This design comes from an exercise in tuning for small area on the open sky130 flow, not from production work. RTL that was checked went through simulation tests only; none was proved equivalent to the original. Power figures rest on the tool's default switching activity, not on a simulated workload.

## 03-06
==> flow/design.v <==
module inst_buffer #(
  parameter int DEPTH       = 16,
  parameter int FULL_MARGIN = 4
) (
  input  logic        clk,
  input  logic        rst,
  input  logic        flush,
  input  logic        data_ok1,
  input  logic        data_ok2,
  input  logic [31:0] rdata1,
  input  logic [31:0] rdata2,
  input  logic [31:0] raddr1,
  input  logic [31:0] raddr2,
  input  logic [34:0] predict_pkt1,
  input  logic [34:0] predict_pkt2,
  input  logic        dec_stall,
  output logic        instbuffer_full,
  output logic        issue_valid1,
  output logic        issue_valid2,
  output logic [31:0] issue_inst1,
  output logic [31:0] issue_inst2,
  output logic [31:0] issue_addr1,
  output logic [31:0] issue_addr2,
  output logic [34:0] issue_pkt1,
  output logic [34:0] issue_pkt2,
  output logic        overflow_err
);
  localparam int AW = $clog2(DEPTH);
  localparam int CW = AW + 1;
  localparam int HD = DEPTH / 2;
  localparam int W  = 99;
  logic [W-1:0]  bank_e [HD];
  logic [W-1:0]  bank_o [HD];
  logic [AW-1:0] rd_ptr_q, wr_ptr_q;
  logic [CW-1:0] count_q;
  logic          ovf_q;
  assign wr_ptr_q = rd_ptr_q + count_q[AW-1:0];
  logic [1:0]    push_n, acc_n, pop_n;
  logic [CW-1:0] space;
  logic          drop, valid1, valid2, we1, we2;
  logic [AW-1:0] wr_ptr_p1, rd_ptr_p1;
  logic [W-1:0]  in1, in2, wdn_e, wdn_o;
  localparam int NG = 2;                  
  localparam int GW = (W + NG - 1) / NG;   
  logic [HD-1:0] sel_e [NG];
  logic [HD-1:0] sel_o [NG];
  logic [HD-1:0] wen_e [NG];
  logic [HD-1:0] wen_o [NG];
  logic [NG-1:0] wsel;
  logic [W-1:0]  rd_e, rd_o, out1, out2;
  logic [NG-1:0] sel1_e, sel1_o, sel2_e, sel2_o;
  assign in1 = {predict_pkt1, raddr1, rdata1};
  assign in2 = {predict_pkt2, raddr2, rdata2};
  always_comb begin
    push_n    = {1'b0, data_ok1} + {1'b0, data_ok1 & data_ok2};
    space     = CW'(DEPTH) - count_q;
    drop      = {{(CW-2){1'b0}}, push_n} > space;
    acc_n     = drop ? space[1:0] : push_n;
    valid1    = (count_q != '0) & ~dec_stall;
    valid2    = (count_q >= CW'(2)) & ~dec_stall;
    pop_n     = {1'b0, valid1} + {1'b0, valid2};
    wr_ptr_p1 = wr_ptr_q + AW'(1);
    rd_ptr_p1 = rd_ptr_q + AW'(1);
    we1       = ~flush & (acc_n != 2'd0);
    we2       = ~flush & (acc_n == 2'd2);
  end
  always_ff @(posedge clk or negedge rst) begin
    if (!rst) begin
      rd_ptr_q <= '0;
      count_q  <= '0;
      ovf_q    <= 1'b0;
    end else if (flush) begin
      rd_ptr_q <= '0;
      count_q  <= '0;
      ovf_q    <= 1'b0;
    end else begin
      rd_ptr_q <= rd_ptr_q + AW'(pop_n);
      count_q  <= count_q + CW'(acc_n) - CW'(pop_n);
      ovf_q    <= ovf_q | drop;
    end
  end
  for (genvar b = 0; b < W; b++) begin : g_wmux
    ib_mux2i u_we (.a(in1[b]), .b(in2[b]), .s(wsel[b / GW]), .y(wdn_e[b]));
    ib_mux2i u_wo (.a(in2[b]), .b(in1[b]), .s(wsel[b / GW]), .y(wdn_o[b]));
  end
  logic [AW-2:0] wrow_e, wrow_o, rrow_e, rrow_o;
  logic          wbe, wbo;
  always_comb begin
    wrow_o = wr_ptr_q[AW-1:1];
    wrow_e = wr_ptr_p1[AW-1:1];
    wbe    = wr_ptr_q[0] ? we2 : we1;
    wbo    = wr_ptr_q[0] ? we1 : we2;
    rrow_o = rd_ptr_q[AW-1:1];
    rrow_e = rd_ptr_q[0] ? rd_ptr_p1[AW-1:1] : rd_ptr_q[AW-1:1];
  end
  for (genvar g = 0; g < NG; g++) begin : g_dec
    ib_dec u_dec (
      .rrow_e(rrow_e), .rrow_o(rrow_o), .wrow_e(wrow_e), .wrow_o(wrow_o),
      .wbe(wbe), .wbo(wbo), .rd0(rd_ptr_q[0]), .cnt0(count_q[0]),
      .valid1(valid1), .valid2(valid2),
      .sel_e_n(sel_e[g]), .sel_o_n(sel_o[g]), .wen_e(wen_e[g]), .wen_o(wen_o[g]),
      .sel1_e(sel1_e[g]), .sel1_o(sel1_o[g]), .sel2_e(sel2_e[g]), .sel2_o(sel2_o[g]),
      .wsel(wsel[g]));
  end
  always_ff @(posedge clk) begin
    for (int j = 0; j < HD; j++) begin
      for (int b = 0; b < W; b++) begin
        if (wen_e[b / GW][j]) bank_e[j][b] <= wdn_e[b];
        if (wen_o[b / GW][j]) bank_o[j][b] <= wdn_o[b];
      end
    end
  end
  for (genvar b = 0; b < W; b++) begin : g_rd
    logic [3:0] xe, xo;
    for (genvar k = 0; k < HD / 2; k++) begin : g_pair
      ib_oa22n u_e (.a1(sel_e[b / GW][2*k]), .a2(bank_e[2*k][b]), .b1(sel_e[b / GW][2*k+1]), .b2(bank_e[2*k+1][b]),
                    .y(xe[k]));
      ib_oa22n u_o (.a1(sel_o[b / GW][2*k]), .a2(bank_o[2*k][b]), .b1(sel_o[b / GW][2*k+1]), .b2(bank_o[2*k+1][b]),
                    .y(xo[k]));
    end
    ib_or4   u_e3 (.a(xe[0]), .b(xe[1]), .c(xe[2]), .d(xe[3]), .y(rd_e[b]));
    ib_or4   u_o3 (.a(xo[0]), .b(xo[1]), .c(xo[2]), .d(xo[3]), .y(rd_o[b]));
    ib_ao22  u_s1 (.a1(sel1_e[b / GW]), .a2(rd_e[b]), .b1(sel1_o[b / GW]), .b2(rd_o[b]), .y(out1[b]));
    ib_ao22  u_s2 (.a1(sel2_e[b / GW]), .a2(rd_e[b]), .b1(sel2_o[b / GW]), .b2(rd_o[b]), .y(out2[b]));
  end
  assign issue_valid1    = valid1;
  assign issue_valid2    = valid2;
  assign issue_inst1     = out1[31:0];
  assign issue_addr1     = out1[63:32];
  assign issue_pkt1      = out1[98:64];
  assign issue_inst2     = out2[31:0];
  assign issue_addr2     = out2[63:32];
  assign issue_pkt2      = out2[98:64];
  assign instbuffer_full = (CW'(DEPTH) - count_q) < CW'(FULL_MARGIN);
  assign overflow_err    = ovf_q;
endmodule
module ib_dec (
  input  logic [2:0] rrow_e, rrow_o, wrow_e, wrow_o,
  input  logic       wbe, wbo, rd0, cnt0, valid1, valid2,
  output logic [7:0] sel_e_n, sel_o_n, wen_e, wen_o,
  output logic       sel1_e, sel1_o, sel2_e, sel2_o, wsel
);
  always_comb begin
    for (int j = 0; j < 8; j++) begin
      sel_e_n[j] = ~(rrow_e == 3'(j));
      sel_o_n[j] = ~(rrow_o == 3'(j));
      wen_e[j]   = wbe & (wrow_e == 3'(j));
      wen_o[j]   = wbo & (wrow_o == 3'(j));
    end
    sel1_e = valid1 & ~rd0;
    sel1_o = valid1 &  rd0;
    sel2_e = valid2 &  rd0;
    sel2_o = valid2 & ~rd0;
    wsel   = rd0 ^ cnt0;
  end
endmodule
module ib_mux2i (input logic a, b, s, output logic y);
  assign y = ~(s ? b : a);
endmodule
module ib_or4 (input logic a, b, c, d, output logic y);
  assign y = a | b | c | d;
endmodule
module ib_oa22n (input logic a1, a2, b1, b2, output logic y);
  assign y = ~((a1 | a2) & (b1 | b2));
endmodule
module ib_ao22 (input logic a1, a2, b1, b2, output logic y);
  assign y = (a1 & a2) | (b1 & b2);
endmodule
Settings: LEC_CHECK=0, CAP_MARGIN=20, CORE_MARGIN=2, CORE_UTILIZATION=70, PLACE_DENSITY=0.75, SLEW_MARGIN=20, SYNTH_HIERARCHICAL=1, SYNTH_MINIMUM_KEEP_SIZE=0; clock period 6.0 ns.
standard.sh (not shown) runs the stock make flow with config.mk's settings and CLKGATE_MAP_FILE= SYNTH_SCRIPT=/design/flow/synth_recipe.tcl, a recipe that flattens the netlist after the stock synthesis.
==> flow/flow/run.sh <==
#!/bin/bash
# Standard layout, with each port buffered by the smallest buffer cell and
# clock tree synthesis without dummy loads.
set -euo pipefail
cd "$(dirname "$0")/.."
bash standard.sh \
  'BUFFER_PORTS_ARGS=-buffer_cell sky130_fd_sc_hd__buf_1' \
  'CTS_ARGS=-sink_clustering_enable -repair_clock_nets -sink_clustering_size 20 -sink_clustering_max_diameter 55 -buf_list sky130_fd_sc_hd__clkbuf_8 -dont_use_dummy_load' \
  finish > standard_flow.log 2>&1
03-06 reached the end of the flow, and the finished layout is clean on the timing, design-rule and antenna checks.
#### Input delta (05-25 over 03-06)
diff --git a/flow/design.v b/flow/design.v
--- a/flow/design.v
+++ b/flow/design.v
@@ -39,9 +39,9 @@
   logic [CW-1:0] space;
   logic          drop, valid1, valid2, we1, we2;
   logic [AW-1:0] wr_ptr_p1, rd_ptr_p1;
   logic [W-1:0]  in1, in2, wdn_e, wdn_o;
-  localparam int NG = 2;                  
+  localparam int NG = 4;                  
   localparam int GW = (W + NG - 1) / NG;   
   logic [HD-1:0] sel_e [NG];
   logic [HD-1:0] sel_o [NG];
   logic [HD-1:0] wen_e [NG];
Results
On average via count per standard cell: between 03-06 and 05-25, it ends up lower for 05-25. Compared with 03-06, 05-25 shows total routing usage reported by global routing lower by 2.5 points. Compared with 03-06, 05-25 shows starting density of the core lower by 0.34 points. The final reports for 05-25 and 03-06 show total instance count after detailed placement higher in the former. Number of cells on the critical path: 05-25 vs 03-06 down 1. The higher normalized max-slew margin came out of 03-06. From 03-06 to 05-25 the numbers moved as follows: cell area after layout went up 0.86%, area share of and/or/nand/nor cells after synthesis went up 1.0 points.
No functional check of the RTL was part of 05-25.

// inst_buffer: RTL as listed in full above, without the edits since
==> flow/config.mk <==
export PLATFORM = sky130hd
export DESIGN_NAME = inst_buffer
export DESIGN_NICKNAME = inst_buffer
export VERILOG_FILES = /design/flow/design.v
export SDC_FILE = /design/flow/constraint.sdc
export NUM_CORES = 4
export LEC_CHECK = 0
export CAP_MARGIN = 20
export CORE_MARGIN = 2
export CORE_UTILIZATION = 75
export PLACE_DENSITY = 0.8
export SLEW_MARGIN = 20
export SYNTH_HIERARCHICAL = 1
export SYNTH_MINIMUM_KEEP_SIZE = 0
==> flow/constraint.sdc <==
create_clock -name core_clock -period 6.0 [get_ports {clk}]
set_input_delay 1.2000 -clock core_clock [delete_from_list [all_inputs] [get_ports {clk}]]
set_output_delay 1.2000 -clock core_clock [all_outputs]
set_load 0.01 [all_outputs]
Scripts as last shown in full above: flow/flow/run.sh
Edit:
--- a/flow/design.v
+++ b/flow/design.v
@@ -32,52 +32,56 @@
   logic [W-1:0]  bank_e [HD];
   logic [W-1:0]  bank_o [HD];
   logic [AW-1:0] rd_ptr_q, wr_ptr_q;
   logic [CW-1:0] count_q;
   logic          ovf_q;
+  logic [AW-2:0] rrow_e_q;   
   assign wr_ptr_q = rd_ptr_q + count_q[AW-1:0];
-  logic [1:0]    push_n, acc_n, pop_n;
-  logic [CW-1:0] space;
   logic          drop, valid1, valid2, we1, we2;
-  logic [AW-1:0] wr_ptr_p1, rd_ptr_p1;
+  logic [AW-1:0] wr_ptr_p1, rd_ptr_p1, rd_ptr_p2;
   logic [W-1:0]  in1, in2, wdn_e, wdn_o;
-  localparam int NG = 2;                  
+  localparam int NG = 1;                  
   localparam int GW = (W + NG - 1) / NG;   
   logic [HD-1:0] sel_e [NG];
   logic [HD-1:0] sel_o [NG];
   logic [HD-1:0] wen_e [NG];
   logic [HD-1:0] wen_o [NG];
   logic [NG-1:0] wsel;
   logic [W-1:0]  rd_e, rd_o, out1, out2;
   logic [NG-1:0] sel1_e, sel1_o, sel2_e, sel2_o;
   assign in1 = {predict_pkt1, raddr1, rdata1};
   assign in2 = {predict_pkt2, raddr2, rdata2};
+  logic c16, c15;
+  logic [2:0] delta;   
   always_comb begin
-    push_n    = {1'b0, data_ok1} + {1'b0, data_ok1 & data_ok2};
-    space     = CW'(DEPTH) - count_q;
-    drop      = {{(CW-2){1'b0}}, push_n} > space;
-    acc_n     = drop ? space[1:0] : push_n;
+    c16       = count_q[CW-1];
+    c15       = ~count_q[CW-1] & (&count_q[CW-2:0]);
+    drop      = data_ok1 & (c16 | (c15 & data_ok2));
     valid1    = (count_q != '0) & ~dec_stall;
-    valid2    = (count_q >= CW'(2)) & ~dec_stall;
-    pop_n     = {1'b0, valid1} + {1'b0, valid2};
+    valid2    = (count_q[CW-1:1] != '0) & ~dec_stall;
+    we1       = ~flush & data_ok1 & ~c16;
+    we2       = ~flush & data_ok1 & data_ok2 & ~c16 & ~c15;
     wr_ptr_p1 = wr_ptr_q + AW'(1);
     rd_ptr_p1 = rd_ptr_q + AW'(1);
-    we1       = ~flush & (acc_n != 2'd0);
-    we2       = ~flush & (acc_n == 2'd2);
+    rd_ptr_p2 = rd_ptr_q + AW'({valid2, valid1 ^ valid2}) + AW'(1);
+    delta     = 3'({we2, we1 ^ we2}) - 3'({valid2, valid1 ^ valid2});
   end
   always_ff @(posedge clk or negedge rst) begin
     if (!rst) begin
       rd_ptr_q <= '0;
+      rrow_e_q <= '0;
       count_q  <= '0;
       ovf_q    <= 1'b0;
     end else if (flush) begin
       rd_ptr_q <= '0;
+      rrow_e_q <= '0;
       count_q  <= '0;
       ovf_q    <= 1'b0;
     end else begin
-      rd_ptr_q <= rd_ptr_q + AW'(pop_n);
-      count_q  <= count_q + CW'(acc_n) - CW'(pop_n);
+      rd_ptr_q <= rd_ptr_q + AW'({valid2, valid1 ^ valid2});
+      rrow_e_q <= rd_ptr_p2[AW-1:1];
+      count_q  <= count_q + {{(CW-2){delta[2]}}, delta[1:0]};
       ovf_q    <= ovf_q | drop;
     end
   end
   for (genvar b = 0; b < W; b++) begin : g_wmux
     ib_mux2i u_we (.a(in1[b]), .b(in2[b]), .s(wsel[b / GW]), .y(wdn_e[b]));
@@ -89,11 +93,11 @@
     wrow_o = wr_ptr_q[AW-1:1];
     wrow_e = wr_ptr_p1[AW-1:1];
     wbe    = wr_ptr_q[0] ? we2 : we1;
     wbo    = wr_ptr_q[0] ? we1 : we2;
     rrow_o = rd_ptr_q[AW-1:1];
-    rrow_e = rd_ptr_q[0] ? rd_ptr_p1[AW-1:1] : rd_ptr_q[AW-1:1];
+    rrow_e = rrow_e_q;
   end
   for (genvar g = 0; g < NG; g++) begin : g_dec
     ib_dec u_dec (
       .rrow_e(rrow_e), .rrow_o(rrow_o), .wrow_e(wrow_e), .wrow_o(wrow_o),
       .wbe(wbe), .wbo(wbo), .rd0(rd_ptr_q[0]), .cnt0(count_q[0]),
@@ -129,11 +133,11 @@
   assign issue_addr1     = out1[63:32];
   assign issue_pkt1      = out1[98:64];
   assign issue_inst2     = out2[31:0];
   assign issue_addr2     = out2[63:32];
   assign issue_pkt2      = out2[98:64];
-  assign instbuffer_full = (CW'(DEPTH) - count_q) < CW'(FULL_MARGIN);
+  assign instbuffer_full = count_q > CW'(DEPTH - FULL_MARGIN);
   assign overflow_err    = ovf_q;
 endmodule
 module ib_dec (
   input  logic [2:0] rrow_e, rrow_o, wrow_e, wrow_o,
   input  logic       wbe, wbo, rd0, cnt0, valid1, valid2,
What happened: Global-route usage climbs by 0.36 points; clock power barely changes; design area drops slightly; critical path depth drops by 3; utilization climbs by 0.54 points; final cell count drops slightly; total power drops by about a fifth.
For the second run of this note, only the layout was checked, not whether the RTL still works.

## v3
inst_buffer, a different RTL version from the one above (not shown whole).
Size: roughly 1600 flip-flops, roughly 410 I/O pins, roughly 0.059 sq mm of cells after synthesis.
==> module inst_buffer, before the edit <==
module inst_buffer #(
  parameter int DEPTH       = 16,
  parameter int FULL_MARGIN = 4
) (
  input  logic        clk,
  input  logic        rst,
  input  logic        flush,
  input  logic        data_ok1,
  input  logic        data_ok2,
  input  logic [31:0] rdata1,
  input  logic [31:0] rdata2,
  input  logic [31:0] raddr1,
  input  logic [31:0] raddr2,
  input  logic [34:0] predict_pkt1,
  input  logic [34:0] predict_pkt2,
  input  logic        dec_stall,
  output logic        instbuffer_full,
  output logic        issue_valid1,
  output logic        issue_valid2,
  output logic [31:0] issue_inst1,
  output logic [31:0] issue_inst2,
  output logic [31:0] issue_addr1,
  output logic [31:0] issue_addr2,
  output logic [34:0] issue_pkt1,
  output logic [34:0] issue_pkt2,
  output logic        overflow_err
);
  localparam int AW = $clog2(DEPTH);
  localparam int CW = AW + 1;
  localparam int HD = DEPTH / 2;
  localparam int W  = 99;
  logic [W-1:0]  bank_e [HD];
  logic [W-1:0]  bank_o [HD];
  logic [AW-1:0] rd_ptr_q, wr_ptr_q;
  logic [CW-1:0] count_q;
  logic          ovf_q;
  assign wr_ptr_q = rd_ptr_q + count_q[AW-1:0];
  logic          drop, valid1, valid2, we1, we2;
  logic [AW-1:0] wr_ptr_p1, rd_ptr_p1;
  logic [W-1:0]  in1, in2, wdn_e, wdn_o;
  localparam int NG = 2;                  
  localparam int GW = (W + NG - 1) / NG;   
  logic [HD-1:0] sel_e [NG];
  logic [HD-1:0] sel_o [NG];
  logic [HD-1:0] wen_e [NG];
  logic [HD-1:0] wen_o [NG];
  logic [NG-1:0] wsel;
  logic [W-1:0]  rd_e, rd_o, out1, out2;
  logic [NG-1:0] sel1_e, sel1_o, sel2_e, sel2_o;
  assign in1 = {predict_pkt1, raddr1, rdata1};
  assign in2 = {predict_pkt2, raddr2, rdata2};
  logic c16, c15;
  logic [2:0] delta;   
  always_comb begin
    c16       = count_q[CW-1];
    c15       = ~count_q[CW-1] & (&count_q[CW-2:0]);
    drop      = data_ok1 & (c16 | (c15 & data_ok2));
    valid1    = (count_q != '0) & ~dec_stall;
    valid2    = (count_q[CW-1:1] != '0) & ~dec_stall;
    we1       = ~flush & data_ok1 & ~c16;
    we2       = ~flush & data_ok1 & data_ok2 & ~c16 & ~c15;
    wr_ptr_p1 = wr_ptr_q + AW'(1);
    rd_ptr_p1 = rd_ptr_q + AW'(1);
    delta     = 3'({we2, we1 ^ we2}) - 3'({valid2, valid1 ^ valid2});
  end
  always_ff @(posedge clk or negedge rst) begin
    if (!rst) begin
      rd_ptr_q <= '0;
      count_q  <= '0;
      ovf_q    <= 1'b0;
    end else if (flush) begin
      rd_ptr_q <= '0;
      count_q  <= '0;
      ovf_q    <= 1'b0;
    end else begin
      rd_ptr_q <= rd_ptr_q + AW'({valid2, valid1 ^ valid2});
      count_q  <= count_q + {{(CW-2){delta[2]}}, delta[1:0]};
      ovf_q    <= ovf_q | drop;
    end
  end
  for (genvar b = 0; b < W; b++) begin : g_wmux
    ib_mux2i u_we (.a(in1[b]), .b(in2[b]), .s(wsel[b / GW]), .y(wdn_e[b]));
    ib_mux2i u_wo (.a(in2[b]), .b(in1[b]), .s(wsel[b / GW]), .y(wdn_o[b]));
  end
  logic [AW-2:0] wrow_e, wrow_o, rrow_e, rrow_o;
  logic          wbe, wbo;
  always_comb begin
    wrow_o = wr_ptr_q[AW-1:1];
    wrow_e = wr_ptr_p1[AW-1:1];
    wbe    = wr_ptr_q[0] ? we2 : we1;
    wbo    = wr_ptr_q[0] ? we1 : we2;
    rrow_o = rd_ptr_q[AW-1:1];
    rrow_e = rd_ptr_p1[AW-1:1];
  end
  for (genvar g = 0; g < NG; g++) begin : g_dec
    ib_dec u_dec (
      .rrow_e(rrow_e), .rrow_o(rrow_o), .wrow_e(wrow_e), .wrow_o(wrow_o),
      .wbe(wbe), .wbo(wbo), .rd0(rd_ptr_q[0]), .cnt0(count_q[0]),
      .valid1(valid1), .valid2(valid2),
      .sel_e_n(sel_e[g]), .sel_o_n(sel_o[g]), .wen_e(wen_e[g]), .wen_o(wen_o[g]),
      .sel1_e(sel1_e[g]), .sel1_o(sel1_o[g]), .sel2_e(sel2_e[g]), .sel2_o(sel2_o[g]),
      .wsel(wsel[g]));
  end
  always_ff @(posedge clk) begin
    for (int j = 0; j < HD; j++) begin
      for (int b = 0; b < W; b++) begin
        if (wen_e[b / GW][j]) bank_e[j][b] <= wdn_e[b];
        if (wen_o[b / GW][j]) bank_o[j][b] <= wdn_o[b];
      end
    end
  end
  for (genvar b = 0; b < W; b++) begin : g_rd
    logic [3:0] xe, xo;
    for (genvar k = 0; k < HD / 2; k++) begin : g_pair
      ib_oa22n u_e (.a1(sel_e[b / GW][2*k]), .a2(bank_e[2*k][b]), .b1(sel_e[b / GW][2*k+1]), .b2(bank_e[2*k+1][b]),
                    .y(xe[k]));
      ib_oa22n u_o (.a1(sel_o[b / GW][2*k]), .a2(bank_o[2*k][b]), .b1(sel_o[b / GW][2*k+1]), .b2(bank_o[2*k+1][b]),
                    .y(xo[k]));
    end
    ib_or4   u_e3 (.a(xe[0]), .b(xe[1]), .c(xe[2]), .d(xe[3]), .y(rd_e[b]));
    ib_or4   u_o3 (.a(xo[0]), .b(xo[1]), .c(xo[2]), .d(xo[3]), .y(rd_o[b]));
    ib_ao22  u_s1 (.a1(sel1_e[b / GW]), .a2(rd_e[b]), .b1(sel1_o[b / GW]), .b2(rd_o[b]), .y(out1[b]));
    ib_ao22  u_s2 (.a1(sel2_e[b / GW]), .a2(rd_e[b]), .b1(sel2_o[b / GW]), .b2(rd_o[b]), .y(out2[b]));
  end
  assign issue_valid1    = valid1;
  assign issue_valid2    = valid2;
  assign issue_inst1     = out1[31:0];
  assign issue_addr1     = out1[63:32];
  assign issue_pkt1      = out1[98:64];
  assign issue_inst2     = out2[31:0];
  assign issue_addr2     = out2[63:32];
  assign issue_pkt2      = out2[98:64];
  assign instbuffer_full = count_q > CW'(DEPTH - FULL_MARGIN);
  assign overflow_err    = ovf_q;
endmodule
==> flow/config.mk <==
export PLATFORM = sky130hd
export DESIGN_NAME = inst_buffer
export DESIGN_NICKNAME = inst_buffer
export VERILOG_FILES = /design/flow/design.v
export SDC_FILE = /design/flow/constraint.sdc
export NUM_CORES = 4
export LEC_CHECK = 0
export CAP_MARGIN = 20
export CORE_MARGIN = 2
export CORE_UTILIZATION = 75
export PLACE_DENSITY = 0.8
export SLEW_MARGIN = 20
export SYNTH_HIERARCHICAL = 1
export SYNTH_MINIMUM_KEEP_SIZE = 0
==> flow/constraint.sdc <==
create_clock -name core_clock -period 6.0 [get_ports {clk}]
set_input_delay 1.2000 -clock core_clock [delete_from_list [all_inputs] [get_ports {clk}]]
set_output_delay 1.2000 -clock core_clock [all_outputs]
set_load 0.01 [all_outputs]
Scripts as last shown in full above: flow/flow/run.sh
What v26 does differently from v3 at the input level:
diff --git a/flow/design.v b/flow/design.v
--- a/flow/design.v
+++ b/flow/design.v
@@ -35,13 +35,13 @@
   logic [CW-1:0] count_q;
   logic          ovf_q;
   assign wr_ptr_q = rd_ptr_q + count_q[AW-1:0];
   logic          drop, valid1, valid2, we1, we2;
   logic [AW-1:0] wr_ptr_p1, rd_ptr_p1;
   logic [W-1:0]  in1, in2, wdn_e, wdn_o;
-  localparam int NG = 2;                  
+  localparam int NG = 1;                  
   localparam int GW = (W + NG - 1) / NG;   
   logic [HD-1:0] sel_e [NG];
   logic [HD-1:0] sel_o [NG];
   logic [HD-1:0] wen_e [NG];
   logic [HD-1:0] wen_o [NG];
   logic [NG-1:0] wsel;
Final critical-path setup slack was higher in the run labelled v26. In the flow results for v26 and v3, the clock latency on the worst-skew pair is larger on v3. Mux contribution to synthesized area: v26 vs v3 — no meaningful difference. Compared v26 against v3; placer's final routability congestion estimate within noise. [compare] base=v3 new=v26: final cell count dropped 41; layout filler cell count dropped 26; synthesized-area fraction occupied by ao, oa, aoi and oai cells barely changed. v3 → v26: design area has remained practically unchanged, synthesized area lost about 0.55%.

re-timing with driven ports:
The results above use ideal ports. As a check the final layouts listed here were re-extracted and re-timed, cells and wires unchanged. Step 1 sets driving cells, clkbuf_16 on the clock port and buf_2 on the other inputs (assumed; they add their load-dependent delay and slew). Step 2 adds t to the input delays and takes it off the output delays; t is the mean of the earliest and latest rising clock arrival at the registers after step 1. Input paths then give back, and output paths get back, about the clock's delay inside the block. Slacks: ideal ports / drivers / drivers and shift; pairs: ideal ports / drivers.
run	t (ns)	slack for setup (ns)	worst slew at a driven data input, ns
03-06	0.828	0.350 / 0.280 / 1.107	0.11
05-25	0.797	0.313 / 0.243 / 1.040	0.16
the first run of note 2	0.797	0.206 / 0.135 / 0.932	0.15
the second run of note 2	0.831	0.947 / 0.875 / 1.344	0.13
v3	0.797	0.147 / 0.079 / 0.877	0.11
v26	0.796	0.320 / 0.249 / 1.046	0.17
After both steps setup and hold are still met in every run listed.
